Background: an optimization exercise with open tools, aiming at small area, a short achievable clock period and few clock cycles per item. Do not read the settings as production practice.
At most, simulation tests tie the RTL to the original design; equivalence was not proved.
The RTL of run 1 was laid out without a check of its function.

==> flow/design.v <==
module exe_stage #(
    parameter int addrWidth = 15
) (
    input  logic                 clk,
    input  logic                 rst,
    input  logic                 flush,
    input  logic [addrWidth-1:0] pc,
    input  logic [31:0]          inst,
    input  logic [31:0]          imm,
    input  logic [31:0]          rs1_rdata,
    input  logic [31:0]          rs2_rdata,
    input  logic                 BP_taken,
    output logic [31:0]          exe_result,
    output logic                 result_valid,
    output logic                 stall_req,
    output logic                 redirect,
    output logic [addrWidth-1:0] redirect_pc
);
    localparam logic [6:0] OPC_OP     = 7'b0110011;
    localparam logic [6:0] OPC_OPIMM  = 7'b0010011;
    localparam logic [6:0] OPC_LUI    = 7'b0110111;
    localparam logic [6:0] OPC_AUIPC  = 7'b0010111;
    localparam logic [6:0] OPC_JAL    = 7'b1101111;
    localparam logic [6:0] OPC_JALR   = 7'b1100111;
    localparam logic [6:0] OPC_BRANCH = 7'b1100011;
    localparam logic [6:0] OPC_LOAD   = 7'b0000011;
    localparam logic [6:0] OPC_STORE  = 7'b0100011;
    logic [6:0] opcode;
    logic [2:0] funct3;
    assign opcode = inst[6:0];
    assign funct3 = inst[14:12];
    logic is_op, is_opimm, is_lui, is_auipc, is_jal, is_jalr, is_branch, is_mem;
    logic valid, is_m, is_mul, is_div;
    assign is_op     = (opcode == OPC_OP);
    assign is_opimm  = (opcode == OPC_OPIMM);
    assign is_lui    = (opcode == OPC_LUI);
    assign is_auipc  = (opcode == OPC_AUIPC);
    assign is_jal    = (opcode == OPC_JAL);
    assign is_jalr   = (opcode == OPC_JALR);
    assign is_branch = (opcode == OPC_BRANCH);
    assign is_mem    = (opcode == OPC_LOAD) || (opcode == OPC_STORE);
    assign valid = is_op || is_opimm || is_lui || is_auipc || is_jal || is_jalr ||
                   is_branch || is_mem;
    assign is_m   = is_op && (inst[31:25] == 7'b0000001);
    assign is_mul = is_m && !funct3[2];
    assign is_div = is_m && funct3[2];
    logic        use_rs2, alt, do_sub, cmp_uns;
    logic [31:0] op_b;
    assign use_rs2 = is_op || is_branch;
    assign op_b    = use_rs2 ? rs2_rdata : imm;
    assign alt     = inst[30] && (is_op || funct3 == 3'b101);
    assign do_sub  = is_branch || ((is_op || is_opimm) &&
                     ((funct3 == 3'b010) || (funct3 == 3'b011) || (is_op && funct3 == 3'b000 && inst[30])));
    assign cmp_uns = is_branch ? funct3[1] : funct3[0];
    logic [32:0] sum33;
    logic        sum33_co;
    exe_add #(33) u_alu_add (
        .a({!cmp_uns & rs1_rdata[31], rs1_rdata}),
        .b({!cmp_uns & op_b[31], op_b} ^ {33{do_sub}}),
        .ci(do_sub), .s(sum33), .co(sum33_co));
    logic lt;
    assign lt = sum33[32];
    logic [31:0] xor_r;
    assign xor_r = rs1_rdata ^ op_b;
    logic [31:0] b_abs;
    logic [4:0]  dlz;
    logic [31:0] dvs;         
    logic [3:0]  cnt;
    logic        st_idle, st_align, st_iter, st_out;
    logic [4:0]  shamt;
    logic        sh_left;
    logic [31:0] sh_in, sh_out, sh_res;
    logic [32:0] sh_full;
    logic [31:0] sh_src;
    assign shamt   = st_align ? {cnt, 1'b0} : op_b[4:0];
    assign sh_left = !funct3[2] || st_align;
    assign sh_src  = st_align ? dvs : rs1_rdata;
    always_comb begin
        for (int i = 0; i < 32; i++) sh_in[i] = sh_left ? sh_src[31-i] : sh_src[i];
    end
    assign sh_full = $signed({alt & rs1_rdata[31], sh_in}) >>> shamt;
    assign sh_out  = sh_full[31:0];
    always_comb begin
        for (int i = 0; i < 32; i++) sh_res[i] = sh_left ? sh_out[31-i] : sh_out[i];
    end
    logic [31:0] alu_result;
    always_comb begin
        case (funct3)
            3'b000:  alu_result = sum33[31:0];
            3'b001:  alu_result = sh_res;
            3'b010:  alu_result = {31'd0, lt};
            3'b011:  alu_result = {31'd0, lt};
            3'b100:  alu_result = xor_r;
            3'b101:  alu_result = sh_res;
            3'b110:  alu_result = rs1_rdata | op_b;
            default: alu_result = rs1_rdata & op_b;
        endcase
    end
    logic                 eq, cmp_taken, actual_taken;
    logic [addrWidth-1:0] pc_plus4, pc_imm, target;
    logic                 pc_imm_c;
    assign eq = (xor_r == 32'd0);
    always_comb begin
        case (funct3)
            3'b000:  cmp_taken = eq;
            3'b001:  cmp_taken = !eq;
            3'b100:  cmp_taken = lt;
            3'b101:  cmp_taken = !lt;
            3'b110:  cmp_taken = lt;
            3'b111:  cmp_taken = !lt;
            default: cmp_taken = 1'b0;
        endcase
    end
    assign actual_taken   = is_jal || is_jalr || (is_branch && cmp_taken);
    assign pc_plus4       = pc + addrWidth'(4);
    assign {pc_imm_c, pc_imm} = {1'b0, pc} + {1'b0, imm[addrWidth-1:0]};
    assign target         = is_jalr ? {sum33[addrWidth-1:1], 1'b0} : pc_imm;
    logic [31:0] auipc_r;
    assign auipc_r = {imm[31:addrWidth] + {{(31 - addrWidth){1'b0}}, pc_imm_c}, pc_imm};
    typedef enum logic [1:0] {S_IDLE, S_ALIGN, S_ITER, S_OUT} md_state_t;
    md_state_t state;
    logic [63:0] acc;         
    assign st_idle  = (state == S_IDLE);
    assign st_align = (state == S_ALIGN);
    assign st_iter = (state == S_ITER);
    assign st_out  = (state == S_OUT);
    logic        a_sgn, b_sgn;
    logic [32:0] ma;
    logic [36:0] bx;          
    assign a_sgn = (funct3[1:0] != 2'b11);
    assign b_sgn = !funct3[1];
    assign ma    = {a_sgn & rs1_rdata[31], rs1_rdata};
    assign bx    = {{4{b_sgn & rs2_rdata[31]}}, rs2_rdata, 1'b0};
    logic [8:0] pair_nz, pair_top;
    logic [3:0] mul_start;
    logic [4:0] pbits_first, pbits_cnt, pbits;
    always_comb begin
        for (int m = 0; m < 9; m++)
            pair_nz[m] = !((bx[4*m +: 5] == 5'b00000) || (bx[4*m +: 5] == 5'b11111));
        pair_top[8] = pair_nz[8];
        for (int m = 7; m >= 0; m--)
            pair_top[m] = pair_nz[m] && !(|(pair_nz >> (m + 1)));
        mul_start   = 4'd0;
        pbits_first = 5'd0;
        pbits_cnt   = 5'd0;
        for (int m = 0; m < 9; m++) begin
            if (pair_top[m]) mul_start = 4'(m);
            pbits_first = pbits_first | ({5{pair_top[m]}} & bx[4*m +: 5]);
            if (cnt == 4'(m)) pbits_cnt = bx[4*m +: 5];
        end
    end
    assign pbits = st_iter ? pbits_cnt : pbits_first;
    function automatic logic [37:0] booth_pp(input logic [32:0] a, input logic [2:0] b);
        logic one, two, neg;
        logic [37:0] mag;
        one = b[1] ^ b[0];
        two = (b[2] & !b[1] & !b[0]) | (!b[2] & b[1] & b[0]);
        neg = b[2] & !(b[1] & b[0]);
        mag = one ? {{5{a[32]}}, a} : two ? {{4{a[32]}}, a, 1'b0} : 38'd0;
        booth_pp = mag ^ {38{neg}};
    endfunction
    logic        neg0, neg1;
    logic [63:0] acc_m;
    logic [37:0] x1, x2, x3, cs_s, cs_c;
    logic [39:0] tsum;
    logic [2:0]  delta;
    logic [25:0] hi_next;
    logic [63:0] mul_next;
    assign acc_m = st_iter ? acc : 64'd0;
    assign neg0  = pbits[2] & !(pbits[1] & pbits[0]);
    assign neg1  = pbits[4] & !(pbits[3] & pbits[2]);
    assign x1    = {acc_m[33:0], 1'b0, neg1, 1'b0, neg0};
    assign x2    = booth_pp(ma, pbits[2:0]);
    logic [37:0] pp1;
    assign pp1   = booth_pp(ma, pbits[4:2]);
    assign x3    = {pp1[35:0], 2'b00};
    assign cs_s  = x1 ^ x2 ^ x3;
    assign cs_c  = (x1 & x2) | (x1 & x3) | (x2 & x3);
    logic        hi_co;
    exe_add #(39) u_mul_add (.a({1'b0, cs_s}), .b({cs_c, 1'b0}), .ci(1'b0),
                             .s(tsum[38:0]), .co(tsum[39]));
    assign delta = {1'b0, tsum[39:38]} - {2'b00, x2[37]} - {2'b00, x3[37]};
    exe_add #(26) u_hi_add (.a(acc_m[59:34]), .b({{23{delta[2]}}, delta}), .ci(1'b0),
                            .s(hi_next), .co(hi_co));
    assign mul_next = {st_iter ? hi_next : {{23{delta[2]}}, delta}, tsum[37:0]};
    logic        div_sgn, sA, sB, b_zero;
    logic [31:0] a_abs;
    logic [5:0]  lzA, lzB;
    assign div_sgn = !funct3[0];
    assign sA      = div_sgn & rs1_rdata[31];
    assign sB      = div_sgn & rs2_rdata[31];
    logic a_co, b_co;
    exe_add #(32) u_absa (.a(rs1_rdata ^ {32{sA}}), .b(32'd0), .ci(sA), .s(a_abs), .co(a_co));
    exe_add #(32) u_absb (.a(rs2_rdata ^ {32{sB}}), .b(32'd0), .ci(sB), .s(b_abs), .co(b_co));
    assign b_zero  = (rs2_rdata == 32'd0);
    function automatic logic [5:0] clz32(input logic [31:0] v);
        clz32 = 6'd32;
        for (int i = 0; i < 32; i++)
            if (v[i]) clz32 = 6'(31 - i);
    endfunction
    assign lzA = clz32(a_abs);
    assign lzB = clz32(b_abs);
    assign dlz = (lzA > lzB) ? 5'd0 : 5'(lzB - lzA);
    logic [31:0] rem_r, quo_r, q_next;
    assign rem_r = acc[63:32];
    assign quo_r = acc[31:0];
    logic [33:0] d1, d2;
    logic        ge1, ge2;
    logic [31:0] r1, r2;
    logic d1_co, d2_co;
    exe_add #(34) u_d1 (.a({2'b0, rem_r}), .b(~{1'b0, dvs, 1'b0}), .ci(1'b1), .s(d1), .co(d1_co));
    assign ge1 = !d1[33] && !st_out;
    assign r1  = ge1 ? d1[31:0] : rem_r;
    exe_add #(34) u_d2 (.a({2'b0, r1}), .b(~{2'b0, dvs}), .ci(1'b1), .s(d2), .co(d2_co));
    assign ge2 = !d2[33];
    assign r2  = ge2 ? d2[31:0] : r1;
    assign q_next = {quo_r[29:0], ge1, ge2};
    logic        negR, negQ, neg_o;
    logic [31:0] md_result;
    assign negQ  = sA ^ sB;
    assign negR  = sA;
    assign neg_o = funct3[1] ? negR : negQ;
    assign md_result = is_div ? (neg_o ? d2[31:0] : dvs)
                              : ((funct3[1:0] == 2'b00) ? acc[31:0] : acc[63:32]);
    logic md_go, md_now;
    assign md_go  = is_m && !flush;
    assign md_now = is_div && b_zero;
    always_ff @(posedge clk or posedge rst) begin
        if (rst) begin
            state <= S_IDLE;
        end else if (flush) begin
            state <= S_IDLE;
        end else begin
            case (state)
                S_IDLE:  if (md_go && !md_now)
                             state <= is_div ? S_ALIGN : (mul_start == 4'd0) ? S_OUT : S_ITER;
                S_ALIGN: state <= S_ITER;
                S_ITER:  if (cnt == 4'd0) state <= S_OUT;
                default: state <= S_IDLE;
            endcase
        end
    end
    always_ff @(posedge clk) begin
        if (st_iter) begin
            cnt <= cnt - 4'd1;
            if (is_div) begin
                if (cnt == 4'd0) begin
                    acc <= {32'd0, q_next};
                    dvs <= funct3[1] ? r2 : q_next;
                end else begin
                    acc <= {r2, q_next};
                    dvs <= {2'b0, dvs[31:2]};
                end
            end else begin
                acc <= mul_next;
                dvs <= sh_res;
            end
        end else begin
            cnt <= is_div ? dlz[4:1] : mul_start - 4'd1;
            acc <= is_div ? {a_abs, 32'd0} : mul_next;
            dvs <= st_align ? sh_res : b_abs;
        end
    end
    logic [31:0] main_result;
    always_comb begin
        case (opcode)
            OPC_OP:              main_result = alu_result;
            OPC_OPIMM:           main_result = alu_result;
            OPC_LUI:             main_result = imm;
            OPC_AUIPC:           main_result = auipc_r;
            OPC_JAL, OPC_JALR:   main_result = {{(32 - addrWidth){1'b0}}, pc_plus4};
            OPC_LOAD, OPC_STORE: main_result = sum33[31:0];
            default:             main_result = 32'd0;
        endcase
    end
    always_comb begin
        exe_result   = main_result;
        result_valid = 1'b0;
        stall_req    = 1'b0;
        redirect     = 1'b0;
        redirect_pc  = actual_taken ? target : pc_plus4;
        if (valid && !flush) begin
            if (is_m) begin
                if (md_now) begin
                    result_valid = 1'b1;
                    exe_result   = funct3[1] ? rs1_rdata : 32'hFFFF_FFFF;
                    redirect     = is_mul && BP_taken;
                end else if (state == S_OUT) begin
                    result_valid = 1'b1;
                    exe_result   = md_result;
                    redirect     = is_mul && BP_taken;
                end else begin
                    stall_req = 1'b1;
                end
            end else begin
                result_valid = 1'b1;
                redirect     = (actual_taken != BP_taken) || is_jalr;
            end
        end
    end
endmodule
module exe_add #(
    parameter int W = 32
) (
    input  logic [W-1:0] a,
    input  logic [W-1:0] b,
    input  logic         ci,
    output logic [W-1:0] s,
    output logic         co
);
    logic [W-1:0] g, p, c;
    always_comb begin
        logic [W-1:0] gg, pp;
        g  = a & b;
        p  = a ^ b;
        gg = g;
        pp = p;
        gg[0] = g[0] | (p[0] & ci);
        for (int d = 1; d < W; d = d * 2)
            for (int i = 2 * d - 1; i < W; i += 2 * d) begin
                gg[i] = gg[i] | (pp[i] & gg[i-d]);
                pp[i] = pp[i] & pp[i-d];
            end
        for (int d = 64; d >= 1; d = d / 2)
            for (int i = 3 * d - 1; i < W; i += 2 * d) begin
                gg[i] = gg[i] | (pp[i] & gg[i-d]);
                pp[i] = pp[i] & pp[i-d];
            end
        c[0] = ci;
        for (int i = 1; i < W; i++) c[i] = gg[i-1];
        co = gg[W-1];
    end
    assign s = p ^ c;
endmodule
==> flow/run.sh <==
#!/bin/bash
# synth_recipe.tcl (not shown) runs the flow's synth.tcl, then flattens the netlist and writes it again
# the make line also repeats each setting of config.mk as NAME=value (left out here)
make -C /OpenROAD-flow-scripts/flow DESIGN_CONFIG=/design/flow/config.mk WORK_HOME=/design/flow/orfs CLKGATE_MAP_FILE= SYNTH_SCRIPT=/design/flow/synth_recipe.tcl finish
==> flow/config.mk <==
export PLATFORM = sky130hd
export DESIGN_NAME = exe_stage
export DESIGN_NICKNAME = exe_stage
export VERILOG_FILES = /design/flow/design.v
export SDC_FILE = /design/flow/constraint.sdc
export NUM_CORES = 4
export LEC_CHECK = 0
export CAP_MARGIN = 20
export CORE_MARGIN = 2
export CORE_UTILIZATION = 40
export SETUP_SLACK_MARGIN = 4
export SLEW_MARGIN = 20
==> flow/constraint.sdc <==
create_clock -name core_clock -period 15.0 [get_ports {clk}]
set_input_delay 3.0000 -clock core_clock [delete_from_list [all_inputs] [get_ports {clk}]]
set_output_delay 3.0000 -clock core_clock [all_outputs]
set_load 0.01 [all_outputs]
==> impl_results.md, run 1 <==
* Met3 GRT Util at 10.7%
* Endpoint class of the critical path: flop
* TritonCTS buffer count at 9
* CP max stage cell: fa_1
* Clock-pin slew on the worst setup and hold paths at 0.08 ns
* Core Util, Final at 48.1%
* Crit Path Max Fanout at 8
* Pre-CTS setup slack at 0.998 ns
* Worst skew pair latency at 0.43 ns
* Global Route met2 Usage at 55.1%
* Worst reg-to-reg setup slack at 4.40 ns
* Starting Density at 40.3%
* Tcrit/Tclk final at 83.3%
* Max Slew Vio Count at 0
* GRT Max-Usage Layer: met2
* Hold violation count in the final report at 0
* Post-synth EDFFs at 0
* CORE AREA at 71400 um2
* Post-Syn Nets at 4614
* Port bufs at 181
* GR Util met1 at 50.7%
* Largest net degree at the start of global routing at 71
* Mapped cell area at 28800 um2
* # IOs at 197
* Main flop type after synthesis: dfxtp_1
* Worst EP arrival at 12.79 ns
* Critical R2R Capture: acc[61]
* RSZ-0062 raised after global routing: true
* Mean Syn Cell Area at 7.06 um2
* Status: timing/DRC/antenna clean
* All-Layer GR Usage at 38.6%
* R2R depth at 56
* Vias in the first global route at 30400
* Routed Antenna Nets at 0
* CTS sink count at 102
* MaxCap Viol Count at 0
* Layout cell share with drive strength beyond 1 at 14.7%
* Post-synth ARST share at 1.96%
* Die Span Y at 272 um
* Startpoint types: input pin
* Setup TNS at 0 ns
* Nets at 4733
* Post-synthesis instance total at 4074
* First-pass GRT wire length at 212000 um
* Root buffer cell: clkbuf_16
* Detailed router's first-iteration violation count at 5040
* Slew margin rel. at 17.0%
* Initial antenna violation count at 8
* Hpwl dp at 114000 um
* Post-route clock skew at 0.0304 ns
* Setup crit end: acc[61]
* DR pass1 iterations at 8
* DRT Wirelength at 149000 um
* Grt ovf at 0
* Clock tree from TritonCTS: done
* # DRC at 0
* Final Critical Period at 12.49 ns
* Yosys Warn Count at 6
* Gpl congestion at 1.09
* Worst-case clock buffer depth at 2
* Average via count per standard cell at 6.54
* #FFs+latches synth at 102
* Min-delay worst type: flop to flop
* Final setup violation count at 0
* WP data required at 15.30 ns
* Netlist cell types at 99
* Average wire length per cell after detail routing at 28.9 um
* # rows at 98
* Fin area at 34300 um2
* Post-synthesis sequential area ratio at 7.14%
* Final worst slack at 2.51 ns
* Synthesis-to-finish area growth at 19.4%
* Via count at 33700
* Worst setup path start: rs2_rdata[23]
* Worst-Margin Slew at 1.23 ns
* Crit Path Class: input pin to flop
* Width of the die at 272 um
* Post-Place Cell Area at 31600 um2
* FMAX at 80.1 MHz
* Die area at 74000 um2
* Crit path largest cell delay at 0.52 ns
* CTS H-tree depth at 3
* Reg2reg start: cnt[0]
## repair_timing
action                                  in CTS  in global routing
pin swaps                                   94                 85
hold buffers                                 0                  0
gates cloned                                 4                  1
endpoints found under the setup margin      71                 72
buffers inserted                            89                 35
gates resized for setup                    344                187
## stage by stage
| stage | hold WS [ns] | instances |
|---|---|---|
| finish | 0.594 | 5154 |
| CTS | 0.585 | 5112 |
| global route | 0.600 | 5148 |
| floorplan | 0.493 | 4074 |
| detailed placement | 0.575 | 5003 |
| global placement | 0.577 | 5003 |
## area by class of cell
cell class | count | area, um2
diodes | 6 | 15.0
clock inverters | 6 | 75.1
multi-input cells | 3405 | 26100
well taps | 950 | 1190
repair buffers | 391 | 3540
fillers | 7254 | 37000
clock buffers | 10 | 229
flip-flops and latches | 102 | 2060
inverters | 284 | 1070
## layer usage
layer / vias to the layer above / share of wire (%)
li1: 14800 / -
met1: 15800 / 38
met2: 2511 / 40
met3: 557 / 13
met4: 2 / 8.4
met5: - / 0.0074
## cells in the final DEF (no fill, tap or decap), drive strengths merged, types with 25 or more instances in the layout
cell             n
o221ai          25
clkdlybuf4s50  104
mux2i          188
a21oi          378
nand3           89
xor2           123
o21ai          276
nor2           321
a21o            74
fa             102
o21a            28
nand2          439
a211oi          65
nor2b           29
o31ai           45
a221oi          29
and2            38
dfxtp          100
nor4            26
nor3            51
buf            238
ha             291
a31oi           73
clkbuf          25
nand4           40
xnor2          207
o22ai           54
nand2b          29
o21bai          34
mux2            44
inv            286
o211ai          59
## worst min path at each step
stage	startpoint	endpoint	slack, ns	depth (start not counted)
final	dvs[25]	dvs[23]	0.59	2
after floorplan	acc[25]	acc[27]	0.49	2
after detailed placement	dvs[25]	dvs[23]	0.57	2
after global placement	dvs[25]	dvs[23]	0.58	2
after global routing	dvs[25]	dvs[23]	0.60	2
after CTS	dvs[25]	dvs[23]	0.58	2
## synthesized netlist by cell type (15+ instances only)
library cell,instances,area share [%]
xnor2_1,207,6.3
a21o_1,74,1.9
buf_2,15,0.26
nor4_1,26,0.57
nand4_1,39,0.85
a31oi_1,72,1.6
a21oi_1,374,6.5
buf_1,39,0.51
nand2_1,438,5.7
dfxtp_1,100,7.0
a221oi_1,28,0.85
mux2i_1,187,6.5
ha_1,291,13
o211ai_1,59,1.5
inv_1,278,3.6
o21a_1,28,0.73
or3_1,16,0.35
a311oi_1,15,0.46
o21ai_0,267,4.6
o21bai_1,34,0.89
nand2b_1,29,0.63
fa_1,102,7.1
and3_1,24,0.52
nor2b_1,29,0.63
nor3_1,51,0.89
nand3_1,87,1.5
xor2_1,123,3.7
o221ai_1,25,0.76
and2_1,38,0.83
a211oi_1,65,1.7
clkbuf_1,229,3.0
mux2_2,44,1.7
nor3b_1,20,0.52
nor2_1,321,4.2
o31ai_1,44,1.1
o22ai_1,50,1.1
## worst max-delay path, delay by kind of cell
family                     cells  cell delay (ns)
and+or+nand+nor                7             1.06
muxes                          1             0.34
adders and majority gates      8             2.34
xor gates and xnor gates       1             0.18
AOI/OAI and AO/OA             30             4.99
buffers and inverters          6             0.86
## flip-flops by register name (all words and copies together), names as in the netlist
name / flops
cnt: 4
dvs: 32
acc: 64
state: 2
## logic make-up (layout without fill, tap and decap cells)
group                    count (synthesis)  after routing  synth area share [%]
other                                    0              6                     0
buffers and inverters                  570            691                  7.57
XOR/XNOR                               330            330                  10.1
adder cells (fa/ha/maj)                393            393                  19.8
multiplexers                           234            234                  8.47
AO/OA/AOI/OAI                         1269           1270                  28.2
AND/OR/NAND/NOR                       1176           1178                  18.8
flip-flops                             102            102                  7.14
==> run 2: changes to the inputs <==
--- a/flow/design.v
+++ b/flow/design.v
@@ -64,7 +64,7 @@
     assign xor_r = rs1_rdata ^ op_b;
     logic [31:0] b_abs;
     logic [4:0]  dlz;
-    logic [31:0] dvs;         
+    logic [32:0] dvs;         
     logic [3:0]  cnt;
     logic        st_idle, st_align, st_iter, st_out;
     logic [4:0]  shamt;
@@ -74,7 +74,7 @@
     logic [31:0] sh_src;
     assign shamt   = st_align ? {cnt, 1'b0} : op_b[4:0];
     assign sh_left = !funct3[2] || st_align;
-    assign sh_src  = st_align ? dvs : rs1_rdata;
+    assign sh_src  = st_align ? dvs[32:1] : rs1_rdata;
     always_comb begin
         for (int i = 0; i < 32; i++) sh_in[i] = sh_left ? sh_src[31-i] : sh_src[i];
     end
@@ -119,11 +119,13 @@
     assign auipc_r = {imm[31:addrWidth] + {{(31 - addrWidth){1'b0}}, pc_imm_c}, pc_imm};
     typedef enum logic [1:0] {S_IDLE, S_ALIGN, S_ITER, S_OUT} md_state_t;
     md_state_t state;
-    logic [63:0] acc;         
+    logic [63:0] acc;
+    logic [2:0]  p;
+    logic        md_div;      
     assign st_idle  = (state == S_IDLE);
     assign st_align = (state == S_ALIGN);
-    assign st_iter = (state == S_ITER);
-    assign st_out  = (state == S_OUT);
+    assign st_iter  = (state == S_ITER);
+    assign st_out   = (state == S_OUT);
     logic        a_sgn, b_sgn;
     logic [32:0] ma;
     logic [36:0] bx;          
@@ -149,7 +151,9 @@
             if (cnt == 4'(m)) pbits_cnt = bx[4*m +: 5];
         end
     end
-    assign pbits = st_iter ? pbits_cnt : pbits_first;
+    logic div_it;             
+    assign div_it = st_iter && md_div;
+    assign pbits  = div_it ? 5'd0 : st_iter ? pbits_cnt : pbits_first;
     function automatic logic [37:0] booth_pp(input logic [32:0] a, input logic [2:0] b);
         logic one, two, neg;
         logic [37:0] mag;
@@ -159,30 +163,35 @@
         mag = one ? {{5{a[32]}}, a} : two ? {{4{a[32]}}, a, 1'b0} : 38'd0;
         booth_pp = mag ^ {38{neg}};
     endfunction
+    logic [34:0] a2, b2, s2;
+    logic        co2;
+    assign a2 = {1'b0, acc[63:30]};
+    assign b2 = md_div ? ~{dvs, 2'b00} : {{24{p[2]}}, p, 8'd0};
+    exe_add #(35) u_add2 (.a(a2), .b(b2), .ci(md_div), .s(s2), .co(co2));
+    logic        ge1, ge2;
+    logic [31:0] r1, r2, q_next;
+    assign ge1 = co2;
+    assign r1  = ge1 ? s2[33:2] : acc[63:32];
     logic        neg0, neg1;
-    logic [63:0] acc_m;
-    logic [37:0] x1, x2, x3, cs_s, cs_c;
+    logic [37:0] lm, x1, x2, x3, cs_s, cs_c, pp0, pp1;
     logic [39:0] tsum;
     logic [2:0]  delta;
-    logic [25:0] hi_next;
-    logic [63:0] mul_next;
-    assign acc_m = st_iter ? acc : 64'd0;
+    assign lm    = st_iter ? acc[37:0] : 38'd0;
     assign neg0  = pbits[2] & !(pbits[1] & pbits[0]);
     assign neg1  = pbits[4] & !(pbits[3] & pbits[2]);
-    assign x1    = {acc_m[33:0], 1'b0, neg1, 1'b0, neg0};
-    assign x2    = booth_pp(ma, pbits[2:0]);
-    logic [37:0] pp1;
+    assign pp0   = booth_pp(ma, pbits[2:0]);
     assign pp1   = booth_pp(ma, pbits[4:2]);
+    assign x1    = div_it ? {2'b0, r1, 4'd0} : {lm[33:0], 1'b0, neg1, 1'b0, neg0};
+    assign x2    = div_it ? ~{2'b0, dvs[32:1], 4'd0} : pp0;
     assign x3    = {pp1[35:0], 2'b00};
     assign cs_s  = x1 ^ x2 ^ x3;
     assign cs_c  = (x1 & x2) | (x1 & x3) | (x2 & x3);
-    logic        hi_co;
-    exe_add #(39) u_mul_add (.a({1'b0, cs_s}), .b({cs_c, 1'b0}), .ci(1'b0),
-                             .s(tsum[38:0]), .co(tsum[39]));
+    exe_add #(39) u_add1 (.a({1'b0, cs_s}), .b({cs_c, 1'b0}), .ci(div_it),
+                          .s(tsum[38:0]), .co(tsum[39]));
     assign delta = {1'b0, tsum[39:38]} - {2'b00, x2[37]} - {2'b00, x3[37]};
-    exe_add #(26) u_hi_add (.a(acc_m[59:34]), .b({{23{delta[2]}}, delta}), .ci(1'b0),
-                            .s(hi_next), .co(hi_co));
-    assign mul_next = {st_iter ? hi_next : {{23{delta[2]}}, delta}, tsum[37:0]};
+    assign ge2    = tsum[38];
+    assign r2     = ge2 ? tsum[35:4] : r1;
+    assign q_next = {acc[29:0], ge1, ge2};
     logic        div_sgn, sA, sB, b_zero;
     logic [31:0] a_abs;
     logic [5:0]  lzA, lzB;
@@ -201,30 +210,27 @@
     assign lzA = clz32(a_abs);
     assign lzB = clz32(b_abs);
     assign dlz = (lzA > lzB) ? 5'd0 : 5'(lzB - lzA);
-    logic [31:0] rem_r, quo_r, q_next;
-    assign rem_r = acc[63:32];
-    assign quo_r = acc[31:0];
-    logic [33:0] d1, d2;
-    logic        ge1, ge2;
-    logic [31:0] r1, r2;
-    logic d1_co, d2_co;
-    exe_add #(34) u_d1 (.a({2'b0, rem_r}), .b(~{1'b0, dvs, 1'b0}), .ci(1'b1), .s(d1), .co(d1_co));
-    assign ge1 = !d1[33] && !st_out;
-    assign r1  = ge1 ? d1[31:0] : rem_r;
-    exe_add #(34) u_d2 (.a({2'b0, r1}), .b(~{2'b0, dvs}), .ci(1'b1), .s(d2), .co(d2_co));
-    assign ge2 = !d2[33];
-    assign r2  = ge2 ? d2[31:0] : r1;
-    assign q_next = {quo_r[29:0], ge1, ge2};
+    logic [31:0] a_oc, b_oc, a_smear;
+    logic        q0_lt, q0_lt2, q0_fast;
+    assign a_oc = rs1_rdata ^ {32{sA}};
+    assign b_oc = rs2_rdata ^ {32{sB}};
+    always_comb begin
+        a_smear[31] = a_oc[31];
+        for (int i = 30; i >= 0; i--) a_smear[i] = a_smear[i+1] | a_oc[i];
+    end
+    assign q0_lt   = |(b_oc & ~a_smear);
+    assign q0_lt2  = |(b_oc & ~{a_smear[30:0], 1'b1});
+    assign q0_fast = (q0_lt && !(sA && !sB)) || q0_lt2;
     logic        negR, negQ, neg_o;
     logic [31:0] md_result;
     assign negQ  = sA ^ sB;
     assign negR  = sA;
     assign neg_o = funct3[1] ? negR : negQ;
-    assign md_result = is_div ? (neg_o ? d2[31:0] : dvs)
-                              : ((funct3[1:0] == 2'b00) ? acc[31:0] : acc[63:32]);
+    assign md_result = md_div ? (neg_o ? s2[34:3] : dvs[32:1])
+                              : ((funct3[1:0] == 2'b00) ? acc[31:0] : {s2[33:8], acc[37:32]});
     logic md_go, md_now;
     assign md_go  = is_m && !flush;
-    assign md_now = is_div && b_zero;
+    assign md_now = is_div && (b_zero || q0_fast);
     always_ff @(posedge clk or posedge rst) begin
         if (rst) begin
             state <= S_IDLE;
@@ -241,24 +247,26 @@
         end
     end
     always_ff @(posedge clk) begin
+        md_div <= is_div;
+        p      <= delta;
         if (st_iter) begin
             cnt <= cnt - 4'd1;
-            if (is_div) begin
+            if (md_div) begin
                 if (cnt == 4'd0) begin
                     acc <= {32'd0, q_next};
-                    dvs <= funct3[1] ? r2 : q_next;
+                    dvs <= {funct3[1] ? r2 : q_next, 1'b0};
                 end else begin
                     acc <= {r2, q_next};
-                    dvs <= {2'b0, dvs[31:2]};
+                    dvs <= {2'b0, dvs[32:2]};
                 end
             end else begin
-                acc <= mul_next;
-                dvs <= sh_res;
+                acc <= {s2[29:8], acc[37:34], tsum[37:0]};
+                dvs <= {sh_res, 1'b0};
             end
         end else begin
             cnt <= is_div ? dlz[4:1] : mul_start - 4'd1;
-            acc <= is_div ? {a_abs, 32'd0} : mul_next;
-            dvs <= st_align ? sh_res : b_abs;
+            acc <= is_div ? {a_abs, 32'd0} : {26'd0, tsum[37:0]};
+            dvs <= {st_align ? sh_res : b_abs, 1'b0};
         end
     end
     logic [31:0] main_result;
@@ -283,7 +291,7 @@
             if (is_m) begin
                 if (md_now) begin
                     result_valid = 1'b1;
-                    exe_result   = funct3[1] ? rs1_rdata : 32'hFFFF_FFFF;
+                    exe_result   = funct3[1] ? rs1_rdata : {32{b_zero}};
                     redirect     = is_mul && BP_taken;
                 end else if (state == S_OUT) begin
                     result_valid = 1'b1;
--- a/flow/config.mk
+++ b/flow/config.mk
@@ -8,5 +8,5 @@
 export CAP_MARGIN = 20
 export CORE_MARGIN = 2
 export CORE_UTILIZATION = 40
-export SETUP_SLACK_MARGIN = 4
+export SETUP_SLACK_MARGIN = 0.6
 export SLEW_MARGIN = 20
==> run 2 against run 1 <==
Net effect:
- final area is 6.1% lower
- final cell count is the same
- clock-buffer cell count stayed put
==> impl_results.md, run 2 <==
* Commonest cells after routing, fill and taps aside: 484 x nand2_1, 367 x a21oi_1, 362 x nor2_1, 263 x o21ai_0, 239 x ha_1
* Mean Syn Cell Area at 6.93 um2
* Final Critical Period at 13.80 ns
* Average wire length per cell after detail routing at 33.0 um
* Worst setup path start: inst[4]
* Post-Place Cell Area at 31900 um2
* Detailed router's first-iteration violation count at 5603
* Hold violation count in the final report at 0
* Width of the die at 273 um
* Initial antenna violation count at 14
* Largest net degree at the start of global routing at 116
* Gpl congestion at 1.10
* All-Layer GR Usage at 44.5%
* Fin area at 32200 um2
* Worst skew pair latency at 0.43 ns
* Yosys top cell area share at 10.5%
* CP max stage cell: clkdlybuf4s50_1
* Storage element area at 2160 um2
* Worst EP arrival at 10.80 ns
* Worst path cell trace: clkdlybuf4s50_1 > nor2b_1 > nand3_1 > buf_4 > or3_1 > and2_2 > buf_4 > xnor2_1 > ha_1 > and3_1 > a221oi_2 > o21ai_2 > o211a_1 > or4_4 > a221o_1 > o41ai_2 > and4bb_1 > mux2i_1 > nor3_4 > buf_4 > mux2i_1 > clkdlybuf4s50_1
* MaxCap Viol Count at 0
* Max Slew Vio Count at 0
* CP most frequent cell: buf_4
* Final worst slack at 1.20 ns
* Pre-CTS setup slack at 1.43 ns
* Worst-Margin Slew at 1.29 ns
* Largest area contributor in the netlist: ha_1
* Synthesis-to-finish area growth at 11.1%
* Crit Path Max Fanout at 23
* Starting Density at 40.5%
* Area of the multi-input gates at 24800 um2
* CTS H-tree depth at 3
* Crit Path Class: input pin to output port
* Largest Register: acc
* RSZ-0062 raised after global routing: false
* Post-synthesis sequential area ratio at 7.41%
* First-pass GRT wire length at 240000 um
* Crit path largest cell delay at 0.77 ns
* Setup crit end: redirect_pc[14]
* Post-CTS Resized at 0
* Nets at 4671
* Worst reg-to-reg setup slack at 3.21 ns
* Netlist cell types at 98
* FMAX at 72.4 MHz
* Post-Syn Nets at 4667
* Most common cell after layout, fill and taps aside: nand2_1
* # IOs at 197
* Status: timing/DRC/antenna clean
* Startpoint types: input pin
* R2R depth at 46
* Worst-case clock buffer depth at 2
* Setup TNS at 0 ns
* Root buffer cell: clkbuf_16
* Average via count per standard cell at 6.75
* Reg2reg start: md_div
* Yosys Warn Count at 5
* Setup Fix Bufs, Post-CTS at 0
* Die area at 74700 um2
* Post-synth EDFFs at 0
* Via count at 34800
* Top post-synthesis cells by area: ha_1 11%, mux2i_1 7.5%, dfxtp_1 7.2%, xnor2_1 6.4%, a21oi_1 6.3%
* Post-route clock skew at 0.0298 ns
* DR pass1 iterations at 7
* Post-synthesis instance total at 4189
* Most frequent cell after synthesis: nand2_1
* Mapped cell area at 29000 um2
* Endpoint class of the critical path: output port
* # DRC at 0
* CTS sink count at 107
* Grt ovf at 0
* TritonCTS buffer count at 9
* Min-delay worst type: flop to flop
* Clock-pin slew on the worst setup and hold paths at 0.10 ns
* CORE AREA at 71600 um2
* # rows at 98
* Hold_buf cts at 0
* Final setup violation count at 0
* #FFs+latches synth at 107
* Clock tree from TritonCTS: done
* Port bufs at 181
* Slew margin rel. at 13.9%
* Layout cell share with drive strength beyond 1 at 7.05%
* Main flop type after synthesis: dfxtp_1
* Routed Antenna Nets at 0
* Die Span Y at 273 um
* # fillers at 7634
* Critical R2R Capture: dvs[7]
* Largest registers: acc x64, dvs x33, cnt x4
* Max reg flops at 64
* Vias in the first global route at 32300
* DRT Wirelength at 170000 um
* Hpwl dp at 130000 um
* Post-synth ARST share at 1.87%
* Tcrit/Tclk final at 92.0%
* WP data required at 12.00 ns
* Most frequent cells after synthesis: 486 x nand2_1, 368 x a21oi_1, 365 x nor2_1, 263 x o21ai_0, 246 x clkbuf_1
run 2: cell count changes in the layout (fill, tap and decap cells not counted), moves of 49 or more:
cell / delta
inv_1: -60
xor2_1: -50
a211oi_1: +49
nor2_1: +57
clkdlybuf4s50_1: +73
nand2_1: +50
run 2: through the flow:
step | util [%] | hold slack (ns) | instances
finish | 45.0 | 0.489 | 5154
global route | 45.0 | 0.517 | 5148
CTS | 45.0 | 0.491 | 5148
detailed placement | 44.6 | 0.493 | 5132
global placement | 44.6 | 0.496 | 5132
floorplan | - | 0.447 | 4189
run 2: final cells by class:
class	count	share of cell area, %
Tap cell	950	3.69
Clock buffer	10	0.710
Sequential cell	107	6.68
Antenna cell	6	0.0466
Multi-Input combinational cell	3521	76.9
Inverter	215	2.51
Clock inverter	6	0.171
Timing Repair Buffer	339	9.33
run 2: kinds of logic (layout without fill, tap and decap cells):
group	after synthesis	count (layout)	share of synthesized area (%)
other cells	0	6	0
mux	271	271	9.63
xor+xnor	272	272	8.21
compound gates	1335	1335	29.8
buf+inv	561	570	7.62
fa+ha+maj	331	331	16.5
flops	107	107	7.41
simple gates	1312	1312	20.8
run 2: worst min path at each step:
| stage | startpoint | to | slack (ns) | depth (start not counted) |
|---|---|---|---|---|
| 4_1_cts | acc[4] | acc[6] | 0.49 | 2 |
| 2_1_floorplan | acc[4] | acc[6] | 0.45 | 2 |
| 5_1_grt | acc[4] | acc[6] | 0.52 | 2 |
| 3_3_place_gp | acc[2] | acc[4] | 0.50 | 2 |
| 3_5_place_dp | acc[4] | acc[6] | 0.49 | 2 |
| 6_report | acc[4] | acc[6] | 0.49 | 2 |
run 2: layer usage:
metal / vias up / global-route usage (%) / wire length [um]
met4: 6 / 29.5 / 13600
li1: 15100 / - / -
met5: - / 0 / 34
met1: 16500 / 58.0 / 66900
met3: 547 / 12.7 / 21800
met2: 2572 / 63.3 / 67900
run 2: worst max-delay path, delay by kind of cell:
kind / cells / cell delay, ns
and+or+nand+nor: 8 / 3.10
buffers and inverters: 5 / 2.17
AOI/OAI and AO/OA: 5 / 1.51
muxes: 2 / 0.43
adders and majority gates: 1 / 0.29
xor gates and xnor gates: 1 / 0.27
Testbench counts of run 2, summed over its fixed seeds: cycles 34,726, insts 24,000.
==> run 3: changes to the inputs <==
--- a/flow/design.v
+++ b/flow/design.v
@@ -46,12 +46,12 @@
     assign is_div = is_m && funct3[2];
     logic        use_rs2, alt, do_sub, cmp_uns;
     logic [31:0] op_b;
-    assign use_rs2 = is_op || is_branch;
+    assign use_rs2 = inst[5] && !inst[2] && (inst[4] || inst[6]);
     assign op_b    = use_rs2 ? rs2_rdata : imm;
-    assign alt     = inst[30] && (is_op || funct3 == 3'b101);
-    assign do_sub  = is_branch || ((is_op || is_opimm) &&
-                     ((funct3 == 3'b010) || (funct3 == 3'b011) || (is_op && funct3 == 3'b000 && inst[30])));
-    assign cmp_uns = is_branch ? funct3[1] : funct3[0];
+    assign alt     = inst[30];
+    assign do_sub  = inst[4] ? ((funct3[2:1] == 2'b01) || (inst[5] && funct3 == 3'b000 && inst[30]))
+                             : (inst[6] && !inst[2]);
+    assign cmp_uns = inst[4] ? funct3[0] : funct3[1];
     logic [32:0] sum33;
     logic        sum33_co;
     exe_add #(33) u_alu_add (
@@ -83,19 +83,6 @@
     always_comb begin
         for (int i = 0; i < 32; i++) sh_res[i] = sh_left ? sh_out[31-i] : sh_out[i];
     end
-    logic [31:0] alu_result;
-    always_comb begin
-        case (funct3)
-            3'b000:  alu_result = sum33[31:0];
-            3'b001:  alu_result = sh_res;
-            3'b010:  alu_result = {31'd0, lt};
-            3'b011:  alu_result = {31'd0, lt};
-            3'b100:  alu_result = xor_r;
-            3'b101:  alu_result = sh_res;
-            3'b110:  alu_result = rs1_rdata | op_b;
-            default: alu_result = rs1_rdata & op_b;
-        endcase
-    end
     logic                 eq, cmp_taken, actual_taken;
     logic [addrWidth-1:0] pc_plus4, pc_imm, target;
     logic                 pc_imm_c;
@@ -269,20 +256,32 @@
             dvs <= {st_align ? sh_res : b_abs, 1'b0};
         end
     end
-    logic [31:0] main_result;
-    always_comb begin
-        case (opcode)
-            OPC_OP:              main_result = alu_result;
-            OPC_OPIMM:           main_result = alu_result;
-            OPC_LUI:             main_result = imm;
-            OPC_AUIPC:           main_result = auipc_r;
-            OPC_JAL, OPC_JALR:   main_result = {{(32 - addrWidth){1'b0}}, pc_plus4};
-            OPC_LOAD, OPC_STORE: main_result = sum33[31:0];
-            default:             main_result = 32'd0;
-        endcase
-    end
+    logic is_alu, sel_sum, sel_sll, sel_slt, sel_xor, sel_srl, sel_or, sel_and;
+    logic sel_pc4, sel_now, sel_md;
+    assign is_alu  = (is_op && !is_m) || is_opimm;
+    assign sel_sum = (is_alu && funct3 == 3'b000) || is_mem;
+    assign sel_sll = is_alu && funct3 == 3'b001;
+    assign sel_slt = is_alu && funct3[2:1] == 2'b01;
+    assign sel_xor = is_alu && funct3 == 3'b100;
+    assign sel_srl = is_alu && funct3 == 3'b101;
+    assign sel_or  = is_alu && funct3 == 3'b110;
+    assign sel_and = is_alu && funct3 == 3'b111;
+    assign sel_pc4 = is_jal || is_jalr;
+    assign sel_now = is_m && md_now;
+    assign sel_md  = is_m && st_out;
+    assign exe_result = ({32{sel_sum}} & sum33[31:0])
+                      | ({32{sel_sll}} & sh_res)
+                      | ({32{sel_slt}} & {31'd0, lt})
+                      | ({32{sel_xor}} & xor_r)
+                      | ({32{sel_srl}} & sh_res)
+                      | ({32{sel_or}}  & (rs1_rdata | op_b))
+                      | ({32{sel_and}} & (rs1_rdata & op_b))
+                      | ({32{is_lui}}  & imm)
+                      | ({32{is_auipc}} & auipc_r)
+                      | ({32{sel_pc4}} & {{(32 - addrWidth){1'b0}}, pc_plus4})
+                      | ({32{sel_now}} & (funct3[1] ? rs1_rdata : {32{b_zero}}))
+                      | ({32{sel_md}}  & md_result);
     always_comb begin
-        exe_result   = main_result;
         result_valid = 1'b0;
         stall_req    = 1'b0;
         redirect     = 1'b0;
@@ -291,11 +290,9 @@
             if (is_m) begin
                 if (md_now) begin
                     result_valid = 1'b1;
-                    exe_result   = funct3[1] ? rs1_rdata : {32{b_zero}};
                     redirect     = is_mul && BP_taken;
                 end else if (state == S_OUT) begin
                     result_valid = 1'b1;
-                    exe_result   = md_result;
                     redirect     = is_mul && BP_taken;
                 end else begin
                     stall_req = 1'b1;
==> run 3 against run 2 <==
Net effect:
- synthesized cell count fell by 4.4%
- critical path type unchanged
- area after synthesis decreased by 1.4%
- utilization shrank 0.38 points
- worst setup slack better by 0.52 ns
- still clean on timing, DRC and antenna
- first-iteration DRC count decreased by 14%
- critical path depth is 3 lower
==> impl_results.md, run 3 <==
* Status: timing/DRC/antenna clean
* Netlist cell types at 104
* Post-synthesis instance total at 4003
* Root buffer cell: clkbuf_16
* Post-Syn Nets at 4481
* Initial antenna violation count at 4
* Mapped cell area at 28600 um2
* Width of the die at 272 um
* Largest net degree at the start of global routing at 128
* Setup Fix Bufs, Post-CTS at 0
* Hold violation count in the final report at 0
* Post-synth ARST share at 1.87%
* Min-delay worst type: flop to flop
* Final Critical Period at 13.28 ns
* Nets at 4490
* Max Slew Vio Count at 0
* Die area at 73700 um2
* Post-synth EDFFs at 0
* Crit Path Max Fanout at 10
* Port bufs at 181
* Slew margin rel. at 10.5%
* Crit Path Class: input pin to output port
* MaxCap Viol Count at 0
* Largest Register: acc
* First-pass GRT wire length at 228000 um
* Tcrit/Tclk final at 88.5%
* # DRC at 0
* Commonest cells after routing, fill and taps aside: 410 x nand2_1, 349 x nor2_1, 325 x a21oi_1, 241 x ha_1, 230 x mux2i_1
* Worst-case clock buffer depth at 2
* RSZ-0062 raised after global routing: false
* CORE AREA at 71100 um2
* Post-route clock skew at 0.0200 ns
* Worst-Margin Slew at 1.33 ns
* CTS sink count at 107
* Final setup violation count at 0
* Main flop type after synthesis: dfxtp_1
* # IOs at 197
* Layout cell share with drive strength beyond 1 at 7.52%
* WP data required at 12.00 ns
* Largest area contributor in the netlist: ha_1
* Grt ovf at 0
* Startpoint types: input pin
* Most common cell after layout, fill and taps aside: nand2_1
* Fin area at 31800 um2
* Detailed router's first-iteration violation count at 4819
* Setup TNS at 0 ns
* Via count at 33900
* FMAX at 75.3 MHz
* Yosys Warn Count at 5
* Most frequent cells after synthesis: 411 x nand2_1, 358 x nor2_1, 325 x a21oi_1, 244 x ha_1, 231 x mux2i_1
* All-Layer GR Usage at 42.4%
* Hpwl dp at 127000 um
* Vias in the first global route at 31300
* Routed Antenna Nets at 0
* Hold_buf cts at 0
* Clock-pin slew on the worst setup and hold paths at 0.09 ns
* TritonCTS buffer count at 9
* Starting Density at 40.2%
* Worst EP arrival at 10.28 ns
* Post-CTS Resized at 0
* Largest registers: acc x64, dvs x33, cnt x4
* Post-Place Cell Area at 31400 um2
* Mean Syn Cell Area at 7.15 um2
* Top post-synthesis cells by area: ha_1 11%, mux2i_1 8.1%, dfxtp_1 7.3%, xnor2_1 6.9%, fa_1 6.1%
* DRT Wirelength at 162000 um
* Yosys top cell area share at 10.7%
* Gpl congestion at 1.06
* Clock tree from TritonCTS: done
* Average via count per standard cell at 6.82
* # rows at 98
* Average wire length per cell after detail routing at 32.7 um
* Synthesis-to-finish area growth at 10.9%
* Most frequent cell after synthesis: nand2_1
* Endpoint class of the critical path: output port
* #FFs+latches synth at 107
* Max reg flops at 64
* Post-synthesis sequential area ratio at 7.52%
* DR pass1 iterations at 9
* Die Span Y at 272 um
* Worst skew pair latency at 0.42 ns
* CTS H-tree depth at 3
-- run 3: cell type report --
class                      count  area [um2]
fill                        7534       39400
multi-input combinational   3350       24400
timing repair buffer         317        2840
sequential                   107        2160
tap                          950        1190
inverter                     227         852
clock buffer                   9         225
clock inverter                 7        62.6
antenna                        2        5.00
-- run 3: cell families after synthesis --
logic type / Yosys count / share of synthesized area (%)
simple gates: 1232 / 20.2
compound gates: 1203 / 28.2
buf+inv: 546 / 7.57
fa+ha+maj: 331 / 16.7
mux: 302 / 11.2
xor+xnor: 282 / 8.63
flops: 107 / 7.52
-- run 3: routing by layer --
metal	vias up	routed length, um	GRT usage [%]
li1	14600	-	-
met1	16100	60900	53.1
met2	2501	65800	62.2
met3	596	21400	12.1
met4	4	14300	30.5
met5	-	27	0
-- run 3: final timing paths --
check,from,end,slack [ns],depth (start not counted)
worst max-delay path,rs2_rdata[2],exe_result[30],1.72,19
worst min register to register,acc[3],acc[5],0.51,2
min in group asynchronous,rst,state[0],2.73,2
max in group asynchronous,rst,state[1],12.16,2
worst min-delay path,acc[3],acc[5],0.51,2
worst max register to register,md_div,dvs[22],3.22,40
-- run 3: critical path, cell delays in order --
cell and delay, ns:
clkdlybuf4s50_1 0.82, inv_1 0.31, nor3_1 0.84, nor2_1 0.27, xnor2_1 0.22, ha_1 0.31
nand2b_1 0.07, a21oi_1 0.64, o211ai_1 0.31, nand4_1 0.31, nand4_1 0.28, nand2b_1 0.15
a21o_1 0.14, fa_1 0.45, a222oi_1 0.36, o211ai_1 0.15, a21oi_1 0.65, o211ai_1 0.38
clkdlybuf4s50_1 0.60
-- run 3: per-stage QoR --
step	cells	util (%)	hold WS (ns)	setup WS [ns]
2_1_floorplan	4003	-	0.447	4.26
3_3_place_gp	4950	44.2	0.486	2.03
3_5_place_dp	4950	44.2	0.492	1.98
4_1_cts	4966	44.6	0.501	2.25
5_1_grt	4967	44.6	0.528	1.75
6_report	4969	44.7	0.508	1.72
Testbench counts of run 3, summed over its fixed seeds: cycles 34,726, insts 24,000.
==> run 4: changes to the inputs <==
==> flow/flow/run.sh (new file) <==
#!/bin/bash
# The standard layout (the standard.sh, unchanged synthesis and steps),
# with the port buffers made of sky130_fd_sc_hd__buf_2 cells instead of the
# default delay buffers. make's full output goes to flow_make.log here; each
# ORFS step keeps its own log under orfs/logs.
set -euo pipefail
bash standard.sh "BUFFER_PORTS_ARGS=-buffer_cell sky130_fd_sc_hd__buf_2" finish > flow_make.log 2>&1
==> flow/standard.sh (new file) <==
#!/bin/bash
# synth_recipe.tcl (not shown) runs the flow's synth.tcl, then flattens the netlist and writes it again
# the make line also repeats each setting of config.mk as NAME=value (left out here)
make -C /OpenROAD-flow-scripts/flow DESIGN_CONFIG=/design/flow/config.mk WORK_HOME=/design/flow/orfs CLKGATE_MAP_FILE= SYNTH_SCRIPT=/design/flow/synth_recipe.tcl "${@:-finish}"
--- a/flow/config.mk
+++ b/flow/config.mk
@@ -5,6 +5,7 @@
 export SDC_FILE = /design/flow/constraint.sdc
 export NUM_CORES = 4
 export LEC_CHECK = 0
+export ABC_AREA = 1
 export CAP_MARGIN = 20
 export CORE_MARGIN = 2
 export CORE_UTILIZATION = 40
removed: flow/run.sh
==> run 4 against run 3 <==
Net effect:
- worst hold slack worse by 0.029 ns
- synthesized cell count rose by 12%
- die area shrank 6.8%
- area after synthesis shrank 6.8%
==> impl_results.md, run 4 <==
* Status: timing/DRC/antenna clean
* # fillers at 7309
* Gpl congestion at 1.10
* CTS H-tree depth at 3
* Synth Area in Simple Gates at 29.4%
* Mean Syn Cell Area at 5.92 um2
* Largest family of logic cells by synthesized area: simple AND/OR/NAND/NOR gates
* First-pass GRT wire length at 206000 um
* Via count at 33200
* Compound-Gate Fraction of Synth Area at 26.5%
* #FFs+latches synth at 107
* Routed Antenna Nets at 0
* MaxCap Viol Count at 0
* Worst skew pair latency at 0.43 ns
* CP most frequent cell: nor2_1
* All-Layer GR Usage at 41.5%
* Average wire length per cell after detail routing at 27.1 um
* Yosys top cell area share at 17.4%
* Starting Density at 40.5%
* # DRC at 0
* Core Util, Final at 43.3%
* Clock-pin slew on the worst setup and hold paths at 0.08 ns
* Nets at 4986
* Final setup violation count at 0
* Worst-Margin Slew at 1.17 ns
* Multiplexer area fraction after synthesis at 0.188%
* Crit Path Class: input pin to output port
* Non-filler cells, final at 5383
* Final worst slack at 2.44 ns
* Yosys Warn Count at 5
* Port bufs at 181
* Startpoint types: input pin
* Die Span Y at 262 um
* Largest Register: acc
* Post-synth EDFFs at 0
* Max reg flops at 64
* Root buffer cell: clkbuf_16
* Synthesis-to-finish area growth at 6.87%
* Hold_buf cts at 0
* Layout cell share with drive strength beyond 1 at 8.04%
* Hold WS at 0.479 ns
* Mapped cell area at 26700 um2
* Reg2reg start: md_div
* Post-synth ARST share at 1.87%
* TritonCTS buffer count at 9
* CTS sink count at 107
* Largest net degree at the start of global routing at 71
* Crit Path Max Fanout at 33
* Post-synthesis instance total at 4501
* Worst reg-to-reg setup slack at 3.88 ns
* Hold violation count in the final report at 0
* Critical R2R Capture: dvs[19]
* Netlist cell types at 70
* CP max stage cell: buf_4
* Synth Area in Adders at 18.0%
* Post-route clock skew at 0.0277 ns
* Crit path largest cell delay at 0.51 ns
* FMAX at 79.6 MHz
* CORE AREA at 65900 um2
* Detailed router's first-iteration violation count at 5277
* Post-Place Cell Area at 28200 um2
* Die area at 68700 um2
* Setup TNS at 0 ns
* Average via count per standard cell at 6.16
* Most frequent cell after synthesis: nand2_1
* # IOs at 197
* Tcrit/Tclk final at 83.7%
* Main flop type after synthesis: dfxtp_1
* Fin area at 28500 um2
* Width of the die at 262 um
* Most common cell after layout, fill and taps aside: nand2_1
* Worst EP arrival at 9.56 ns
* Initial antenna violation count at 7
* Slew margin rel. at 22.0%
* Largest registers: acc x64, dvs x33, cnt x4
* WP data required at 12.00 ns
* Post-synthesis sequential area ratio at 8.07%
* DR pass1 iterations at 7
* Endpoint class of the critical path: output port
* Post-Syn Nets at 4979
* Hpwl dp at 115000 um
* Final Critical Period at 12.56 ns
* DRT Wirelength at 146000 um
* Clock tree from TritonCTS: done
* Most frequent cells after synthesis: 1234 x nand2_1, 563 x o21ai_0, 518 x inv_1, 266 x nor2_1, 244 x ha_1
* Setup Fix Bufs, Post-CTS at 0
* # rows at 94
* R2R depth at 47
* Min-delay worst type: flop to flop
* Worst Hold Path EP: acc[3]
* Hold path cells at 2
* Worst-case clock buffer depth at 2
* Vias in the first global route at 29900
* Top post-synthesis cells by area: nand2_1 17%, ha_1 11%, o21ai_0 11%, dfxtp_1 7.9%, inv_1 7.3%
* Largest area contributor in the netlist: nand2_1
* Post-Synth XOR/XNOR Area at 6.30%
* Max Slew Vio Count at 0
* RSZ-0062 raised after global routing: false
* Grt ovf at 0
* Commonest cells after routing, fill and taps aside: 1230 x nand2_1, 562 x o21ai_0, 517 x inv_1, 258 x nor2_1, 240 x ha_1
* Placed cell count at 5361
* Pre-CTS setup slack at 2.46 ns
* Hold Path Origin: acc[1]
* Post-CTS Resized at 0
run 4: cell types whose count changed after synthesis, moves of 62 or more:
cell and change:
a211oi_1 -84, a21oi_1 -113, inv_1 +302, mux2_2 -62, mux2i_1 -226, nand2_1 +823, nand3_1 +176, nor2_1 -92
o21ai_0 +341, xnor2_1 -187, xor2_1 +95
run 4: layer usage:
layer  up-vias  global-route usage [%]  wire length [um]
met1     15300                    54.0             55700
met2      2338                    58.3             57300
met4         4                    28.4             12100
met3       430                    12.5             20600
met5         -                       0                24
li1      15100                       -                 -
run 4: cells by family after synthesis:
kind of cell | after synthesis
AOI/OAI and AO/OA | 1181
xor gates and xnor gates | 191
adders and majority gates | 331
buffers and inverters | 786
DFF | 107
muxes | 5
and+or+nand+nor | 1900
run 4: critical path, delay by kind of cell:
family | cells | cell delay, ns
buffers and inverters | 8 | 1.72
xor gates and xnor gates | 1 | 0.17
and+or+nand+nor | 14 | 1.71
AOI/OAI and AO/OA | 11 | 2.19
adders and majority gates | 2 | 0.74
run 4: worst max path at each step:
| stage | end | slack (ns) | from | cells past startpoint |
|---|---|---|---|---|
| 2_1_floorplan | exe_result[31] | 4.31 | inst[13] | 32 |
| 3_3_place_gp | dvs[19] | 2.57 | rs2_rdata[15] | 43 |
| 3_5_place_dp | dvs[19] | 2.46 | rs2_rdata[15] | 43 |
| 4_1_cts | exe_result[31] | 2.61 | inst[12] | 36 |
| 5_1_grt | dvs[19] | 1.81 | rs2_rdata[15] | 44 |
| 6_report | exe_result[31] | 2.44 | inst[12] | 36 |
run 4: layout make-up:
cell class	instances	area [um2]	area share, %
clock inverter	7	105	0.369
sequential	107	2160	7.56
timing repair buffer	243	1370	4.81
inverter	539	2030	7.11
multi-input combinational	3608	21500	75.5
clock buffer	9	225	0.790
antenna	6	15.0	0.0527
tap	864	1080	3.79
==> run 5: changes to the inputs <==
--- a/flow/design.v
+++ b/flow/design.v
@@ -176,7 +176,7 @@
     exe_add #(39) u_add1 (.a({1'b0, cs_s}), .b({cs_c, 1'b0}), .ci(div_it),
                           .s(tsum[38:0]), .co(tsum[39]));
     assign delta = {1'b0, tsum[39:38]} - {2'b00, x2[37]} - {2'b00, x3[37]};
-    assign ge2    = tsum[38];
+    assign ge2    = (r1 >= dvs[32:1]);
     assign r2     = ge2 ? tsum[35:4] : r1;
     assign q_next = {acc[29:0], ge1, ge2};
     logic        div_sgn, sA, sB, b_zero;
@@ -226,7 +226,8 @@
         end else begin
             case (state)
                 S_IDLE:  if (md_go && !md_now)
-                             state <= is_div ? S_ALIGN : (mul_start == 4'd0) ? S_OUT : S_ITER;
+                             state <= is_div ? ((dlz[4:1] == 4'd0) ? S_ITER : S_ALIGN)
+                                             : (mul_start == 4'd0) ? S_OUT : S_ITER;
                 S_ALIGN: state <= S_ITER;
                 S_ITER:  if (cnt == 4'd0) state <= S_OUT;
                 default: state <= S_IDLE;
--- a/flow/config.mk
+++ b/flow/config.mk
@@ -9,5 +9,5 @@
 export CAP_MARGIN = 20
 export CORE_MARGIN = 2
 export CORE_UTILIZATION = 40
-export SETUP_SLACK_MARGIN = 0.6
+export SETUP_SLACK_MARGIN = 2.0
 export SLEW_MARGIN = 20
==> run 5 against run 4 <==
Net effect:
- still clean
- wire length rose by 13%
- first-iteration DRC count fell by 16%
- global-route usage rose by 4.3 points
- flip-flop and latch count did not move
- clock-buffer cell count did not move
- critical endpoint is now exe_result[29]
==> impl_results.md, run 5 <==
* Status: timing/DRC/antenna clean
* Grt ovf at 0
* Final setup violation count at 0
* Post-synthesis instance total at 4556
* TritonCTS buffer count at 9
* # fillers at 7524
* Largest registers: acc x64, dvs x33, cnt x4
* Slew margin rel. at 11.6%
* Die Span Y at 265 um
* Starting Density at 40.5%
* Synth Area in Adders at 18.9%
* Initial antenna violation count at 13
* Area of the multi-input gates at 22100 um2
* Max reg flops at 64
* WP buf/inv at 6
* Min-delay worst type: flop to flop
* Post-synthesis sequential area ratio at 7.88%
* Crit path largest cell delay at 0.57 ns
* Post-synth ARST share at 1.87%
* Endpoint class of the critical path: output port
* CTS H-tree depth at 3
* Setup TNS at 0 ns
* Yosys Warn Count at 5
* CP max stage cell: a2111oi_0
* All-Layer GR Usage at 45.8%
* Crit Path Max Fanout at 29
* Hpwl dp at 133000 um
* Worst-case clock buffer depth at 2
* WP data required at 12.00 ns
* Netlist cell types at 76
* CP most frequent cell: nor2_1
* Top post-synthesis cells by area: nand2_1 16%, ha_1 13%, o21ai_0 10%, inv_1 7.7%, dfxtp_1 7.7%
* CTS sink count at 107
* CORE AREA at 67400 um2
* Largest family of logic cells by synthesized area: simple AND/OR/NAND/NOR gates
* Worst skew pair latency at 0.43 ns
* FMAX at 79.5 MHz
* DR pass1 iterations at 9
* Mean Syn Cell Area at 6.00 um2
* MaxCap Viol Count at 0
* Startpoint types: input pin
* # IOs at 197
* Synth Area in Simple Gates at 28.2%
* Post-synth EDFFs at 0
* Width of the die at 265 um
* Post-route clock skew at 0.0341 ns
* Synthesis-to-finish area growth at 6.88%
* Gpl congestion at 1.06
* Hold_buf cts at 0
* Most frequent cell after synthesis: nand2_1
* Detailed router's first-iteration violation count at 4428
* Multiplexer area fraction after synthesis at 0.293%
* # DRC at 0
* Hold violation count in the final report at 0
* Mapped cell area at 27300 um2
* Largest area contributor in the netlist: nand2_1
* Post-Syn Nets at 5064
* #FFs+latches synth at 107
* Average via count per standard cell at 6.22
* Yosys top cell area share at 15.7%
* Average wire length per cell after detail routing at 30.4 um
* Compound-Gate Fraction of Synth Area at 27.1%
* Vias in the first global route at 31200
* Largest Register: acc
* Clock-pin slew on the worst setup and hold paths at 0.12 ns
* Routed Antenna Nets at 0
* Worst reg-to-reg setup slack at 3.31 ns
* Final Critical Period at 12.58 ns
* Via count at 33900
* Storage element area at 2150 um2
* Worst-Margin Slew at 1.31 ns
* RSZ-0062 raised after global routing: false
* Layout cell share with drive strength beyond 1 at 8.19%
* Crit Path Class: input pin to output port
* # rows at 95
* DRT Wirelength at 165000 um
* Tcrit/Tclk final at 83.9%
* Port bufs at 181
* Main flop type after synthesis: dfxtp_1
* Commonest cells after routing, fill and taps aside: 1143 x nand2_1, 564 x o21ai_0, 562 x inv_1, 271 x ha_1, 257 x nand3_1
* Max Slew Vio Count at 0
* Clock tree from TritonCTS: done
* Die area at 70400 um2
* Post-Synth XOR/XNOR Area at 5.76%
* Worst EP arrival at 9.58 ns
* CP top delay family: compound AO/OA/AOI/OAI gates
* Root buffer cell: clkbuf_16
* Most frequent cells after synthesis: 1145 x nand2_1, 566 x o21ai_0, 563 x inv_1, 274 x ha_1, 265 x nor2_1
* Nets at 5070
* First-pass GRT wire length at 229000 um
* Most common cell after layout, fill and taps aside: nand2_1
* Largest net degree at the start of global routing at 67
run 5: logic make-up (layout without fill, tap and decap cells):
family,Yosys count,after routing
AO/OA/AOI/OAI,1230,1230
XOR/XNOR,179,179
adder cells (fa/ha/maj),361,361
buffers and inverters,832,843
flip-flops,107,107
multiplexers,8,8
other,0,3
AND/OR/NAND/NOR,1839,1839
run 5: layout make-up:
class	count	area share, %
multi-input cells	3617	75.5
inverters	580	7.45
flip-flops and latches	107	7.37
repair buffers	247	4.81
well taps	873	3.74
clock buffers	9	0.771
clock inverters	7	0.321
diodes	3	0.0257
run 5: worst paths after layout:
| path | startpoint | to | depth (start not counted) |
|---|---|---|---|
| hold reg to reg | acc[7] | acc[9] | 2 |
| min in group asynchronous | rst | state[1] | 2 |
| max in group asynchronous | rst | state[0] | 2 |
| setup / recovery | inst[13] | exe_result[29] | 26 |
| setup reg to reg | md_div | dvs[28] | 52 |
| hold / removal | acc[7] | acc[9] | 2 |
run 5: timing repair:
item                                    4_1_cts  5_1_grt
resized for setup                             0        1
endpoints found under the setup margin        0        1
buffers inserted                              0        0
run 5: metal layers:
metal  vias to the layer above  share of wire [%]  routed length (um)  global-route usage (%)
li1                      15400                  -                   -                       -
met1                     16000                 40               65400                    58.8
met2                      2080                 40               66500                    66.1
met3                       436                 13               21100                    14.3
met4                         8                7.4               12300                    28.9
met5                         -              0.032                  53                       0
run 5: metrics by stage:
step,worst slack (ns),area (um2),util [%],std cells,hold slack [ns]
2_1_floorplan,4.64,27300,-,4556,0.473
3_3_place_gp,2.49,28900,42.8,5424,0.506
3_5_place_dp,2.33,28900,42.8,5424,0.513
4_1_cts,2.73,29200,43.3,5440,0.507
5_1_grt,2.12,29200,43.3,5440,0.541
6_report,2.42,29200,43.3,5443,0.510
run 5: worst register-to-register path: cells and delay by family, from the launching register on:
kind / cells / cell delay [ns]
buffers and inverters: 11 / 1.94
AOI/OAI and AO/OA: 18 / 5.07
DFF: 1 / 0.32
adders and majority gates: 5 / 2.09
xor gates and xnor gates: 1 / 0.16
and+or+nand+nor: 17 / 2.01
Testbench counts of run 5, summed over its fixed seeds: cycles 34,532, insts 24,000.

## static timing again, ports no longer ideal
In the flow no input, the clock included, has a driving cell. The finished layouts below were timed again as built, in two steps.
Step 1 sets driving cells, clkbuf_16 on the clock port and buf_2 on the other inputs (assumed; they add their load-dependent delay and slew).
Step 2 also shifts input and output timing later by t, the mid clock arrival at the registers, as if the neighbouring blocks saw the same clock.
a / b / c = no drivers / after step 1 / after step 2; a / b = the first two.
run	t (ns)	setup slack, ns	worst slew at a driven data input, ns	cell pins on the clock port's net
run 1	0.475	2.510 / 2.547 / 2.072	0.07	1
run 2	0.472	1.197 / 1.171 / 1.171	0.06	1
run 3	0.480	1.720 / 1.698 / 1.698	0.07	1
run 4	0.481	2.443 / 2.419 / 2.155	0.21	1
run 5	0.474	2.416 / 2.380 / 2.216	0.10	1
After both steps setup and hold are still met in every run listed. The setup slack of run 1, which loses most, moves by +0.037 ns with the drivers and by -0.438 ns with both steps.
